Source: an optimization exercise on an open RTL-to-GDS flow (aim: small area and few clock cycles per item). Production flows keep margins and buffers that such runs may drop. The RTL was checked by simulation tests, not by an equivalence proof against the original design. Power is estimated from default activity; no workload was simulated.

==> flow/design.v (excerpt) <==
module temperature_band_statistics (
  input  logic         clk_i,
  input  logic         rst_ni,
  input  logic         in_valid_i,
  output logic         in_ready_o,
  input  logic [16:0]  in_data_i,
  output logic         out_valid_o,
  input  logic         out_ready_i,
  output logic [157:0] out_data_o,
  input  logic         cfg_we_i,
  input  logic [1:0]   cfg_idx_i,
  input  logic [14:0]  cfg_data_i
);
  tbs_pkg::cfg_t cfg;
  tbs_pkg::in_t  in_data;
  tbs_pkg::out_t res;
  logic accept;
  assign in_data    = in_data_i;
  assign out_data_o = res;
  tbs_cfg_regs u_cfg (
    .clk_i,
    .rst_ni,
    .cfg_we_i,
    .cfg_idx_i,
    .cfg_data_i,
    .cfg_o (cfg)
  );
  tbs_out_reg u_out (
    .clk_i,
    .rst_ni,
    .in_valid_i,
    .in_ready_o,
    .accept_o (accept),
    .out_valid_o,
    .out_ready_i
  );
  tbs_stats u_stats (
    .clk_i,
    .rst_ni,
    .accept_i  (accept),
    .in_data_i (in_data),
    .cfg_i     (cfg),
    .res_o     (res)
  );
endmodule
Size: about 990 cells after synthesis, ~200 I/O pins, ~9500 um^2 of cells after synthesis.
Settings: LEC_CHECK=0, CAP_MARGIN=20, CORE_MARGIN=2, CORE_UTILIZATION=65, SLEW_MARGIN=20; clock period 6.0 ns.
standard.sh (not shown) runs the stock make flow with config.mk's settings and CLKGATE_MAP_FILE= SYNTH_SCRIPT=/design/flow/synth_recipe.tcl, a recipe that flattens the netlist after the stock synthesis.
==> flow/flow/run.sh <==
#!/bin/bash
set -euo pipefail
HERE=$(pwd)
RES=$HERE/orfs/results/$FLOW_PLATFORM/temperature_band_statistics/base
YOSYS=${FLOW_HOME}/../tools/install/yosys/bin/yosys
[[ -x $YOSYS ]] || YOSYS=yosys

bash standard.sh synth > standard_synth.log 2>&1

cp $RES/1_2_yosys.v $HERE/synth_standard.v
LIB=${FLOW_HOME}/platforms/sky130hd/lib/sky130_fd_sc_hd__tt_025C_1v80.lib
sed -e "s|@LIB@|$LIB|g" -e "s|@IN@|$HERE/synth_standard.v|g" -e "s|@OUT@|$RES/1_2_yosys.v|g" \
    -e "s|@ABC@|$HERE/flow/area.abc|g" -e "s|@CONSTR@|$HERE/flow/abc.constr|g" \
    flow/remap.ys > remap_run.ys
$YOSYS -s remap_run.ys > remap.log 2>&1
rm -f $RES/1_synth.odb $RES/1_synth.sdc

export BUFFER_PORTS_ARGS="-buffer_cell sky130_fd_sc_hd__buf_1"
export CTS_ARGS="-sink_clustering_enable -repair_clock_nets -dont_use_dummy_load -buf_list sky130_fd_sc_hd__clkbuf_4 -sink_clustering_size 10 -sink_clustering_max_diameter 40"
bash standard.sh > standard_make.log 2>&1
==> flow/flow/abc.constr <==
set_driving_cell sky130_fd_sc_hd__buf_1
set_load 5
==> flow/flow/area.abc <==
strash
dc2
rewrite -z
refactor -z
&get -n
&deepsyn -T 60
&dch -f
&nf -R 1000
&put
==> flow/flow/remap.ys <==
# Map the combinational logic of the standard synthesis again; registers stay as they are.
read_liberty -ignore_miss_func @LIB@
read_verilog @IN@
hierarchy -check -top temperature_band_statistics
blackbox sky130_fd_sc_hd__df* sky130_fd_sc_hd__edf* sky130_fd_sc_hd__sdf* sky130_fd_sc_hd__dl*
flatten
rename -hide w:*.*
opt_clean
opt -fast
abc -script @ABC@ -liberty @LIB@ -dont_use *lpflow* -dont_use *probe_p* -dont_use *probec_p* -constr @CONSTR@ -D 4000
setundef -zero
splitnets
opt_clean -purge
hilomap -singleton -hicell sky130_fd_sc_hd__conb_1 HI -locell sky130_fd_sc_hd__conb_1 LO
insbuf -buf sky130_fd_sc_hd__buf_4 A X
opt_clean -purge
rename -hide w:*$func$*
stat -liberty @LIB@
write_verilog -noattr -nohex -nodec @OUT@
The baseline completed with no timing, DRC or antenna violations.
Testbench counts at the start, summed over its fixed seeds: cycles 32,008, items 32,000.
Then changed:
--- a/flow/flow/run.sh
+++ b/flow/flow/run.sh
@@ -19 +19 @@
-export CTS_ARGS="-sink_clustering_enable -repair_clock_nets -dont_use_dummy_load -buf_list sky130_fd_sc_hd__clkbuf_4 -sink_clustering_size 10 -sink_clustering_max_diameter 40"
+export CTS_ARGS="-sink_clustering_enable -repair_clock_nets -dont_use_dummy_load -buf_list {sky130_fd_sc_hd__clkbuf_8 sky130_fd_sc_hd__clkbuf_16} -sink_clustering_size 25 -sink_clustering_max_diameter 50"
==> flow/flow/area.abc (replaced) <==
strash
&get -n
&dch -f
&nf -R 1000
&put
Settings changed: CORE_UTILIZATION 65 to 40.
Result: Routed wire length grows by 11%; clock skew is lower by 11 ps; final area increases by 5.9%; power climbs by 20%; non-clock buffer count went down by 35.
Then changed:
--- a/flow/flow/run.sh
+++ b/flow/flow/run.sh
@@ -19 +19,3 @@
-export CTS_ARGS="-sink_clustering_enable -repair_clock_nets -dont_use_dummy_load -buf_list {sky130_fd_sc_hd__clkbuf_8 sky130_fd_sc_hd__clkbuf_16} -sink_clustering_size 25 -sink_clustering_max_diameter 50"
+export CTS_ARGS="-sink_clustering_enable -repair_clock_nets -dont_use_dummy_load -buf_list sky130_fd_sc_hd__clkbuf_4 -sink_clustering_size 10 -sink_clustering_max_diameter 40"
+# Downsize non-critical cells after global routing (ORFS power recovery).
+export RECOVER_POWER=100
==> flow/flow/area.abc (replaced) <==
strash
dc2
rewrite -z
refactor -z
&get -n
&dch -f
&nf -R 1000
&put
Settings changed: CORE_UTILIZATION 40 to 65.
Effect: This time the run produced a layout that fails on capacitance limit, slew limit; total power drops by 18%; maximum frequency drops by 11%; worst hold slack improved by 9.3 ps; sequential share of layout area rose by 3.3 points; die area shrinks by 39%; design area goes down by 7.0%; via count increases by 1.2%; synthesized cell count fell by 4.2%; synthesized area shrinks by 2.7%.
Then changed:
--- a/flow/flow/run.sh
+++ b/flow/flow/run.sh
@@ -21,0 +22,2 @@
+# ... then fix any slew/cap violation it leaves (flow/post_grt.tcl).
+export POST_GLOBAL_ROUTE_TCL=$HERE/flow/post_grt.tcl
==> flow/flow/post_grt.tcl (new file) <==
# After ORFS's power recovery (which downsizes cells and may leave slew or capacitance
# violations, e.g. on the reset tree), repair slew/cap again and re-route the nets
# that changed, then rewrite the route guides for detailed routing.
log_cmd estimate_parasitics -global_routing
log_cmd global_route -start_incremental
log_cmd repair_design -slew_margin 20 -cap_margin 20 -verbose
log_cmd detailed_placement
log_cmd global_route -end_incremental
log_cmd estimate_parasitics -global_routing
report_check_types -max_slew -max_capacitance -violators
write_guides $::env(RESULTS_DIR)/route.guide
Now the flow finished with timing, DRC and antenna clean.
Sequential share of layout area fell by 0.19 points.
Design area increases by 0.40%.
Total power barely changes.
Routed wire length stays flat.
Die area is unchanged.
Global-route usage is unchanged.
Clock power stays flat.
Synthesized area is unchanged.
Count of clock-buffer cells in the layout stays the same.
Worst setup slack gets better by 11 ps.
Synthesized cell count stays the same.

## port drivers added, routing unchanged
Ports are ideal in the flow. The routed layouts listed here were re-timed in OpenROAD. Step 1 (the two cells are an assumption about what drives the block):
set clk [get_ports {clk_i}]
set_driving_cell -lib_cell sky130_fd_sc_hd__clkbuf_16 $clk
set_driving_cell -lib_cell sky130_fd_sc_hd__buf_2 [delete_from_list [all_inputs] $clk]
Step 2, shift: input delay + t, output delay - t, t = (earliest + latest rising clock arrival at the registers) / 2. This alone moves slack from input paths to output paths. Slacks: no drivers / after step 1 / after step 2; pairs: no drivers / after step 1.
run | shift t [ns] | setup WS [ns] | worst data-port slew with drivers (ns) | cell pins on the clock port's net
the first run | 0.684 | 0.430 / 0.445 / -0.239 | 0.07 | 1
the second run | 0.555 | 1.237 / 1.230 / 0.674 | 0.07 | 1
the third run | 0.671 | 0.646 / 0.663 / -0.009 | 0.05 | 1
the fourth run | 0.671 | 0.657 / 0.674 / 0.003 | 0.06 | 1
The setup slack of the first run, which loses most, moves by +0.015 ns with the drivers and by -0.669 ns with both steps.
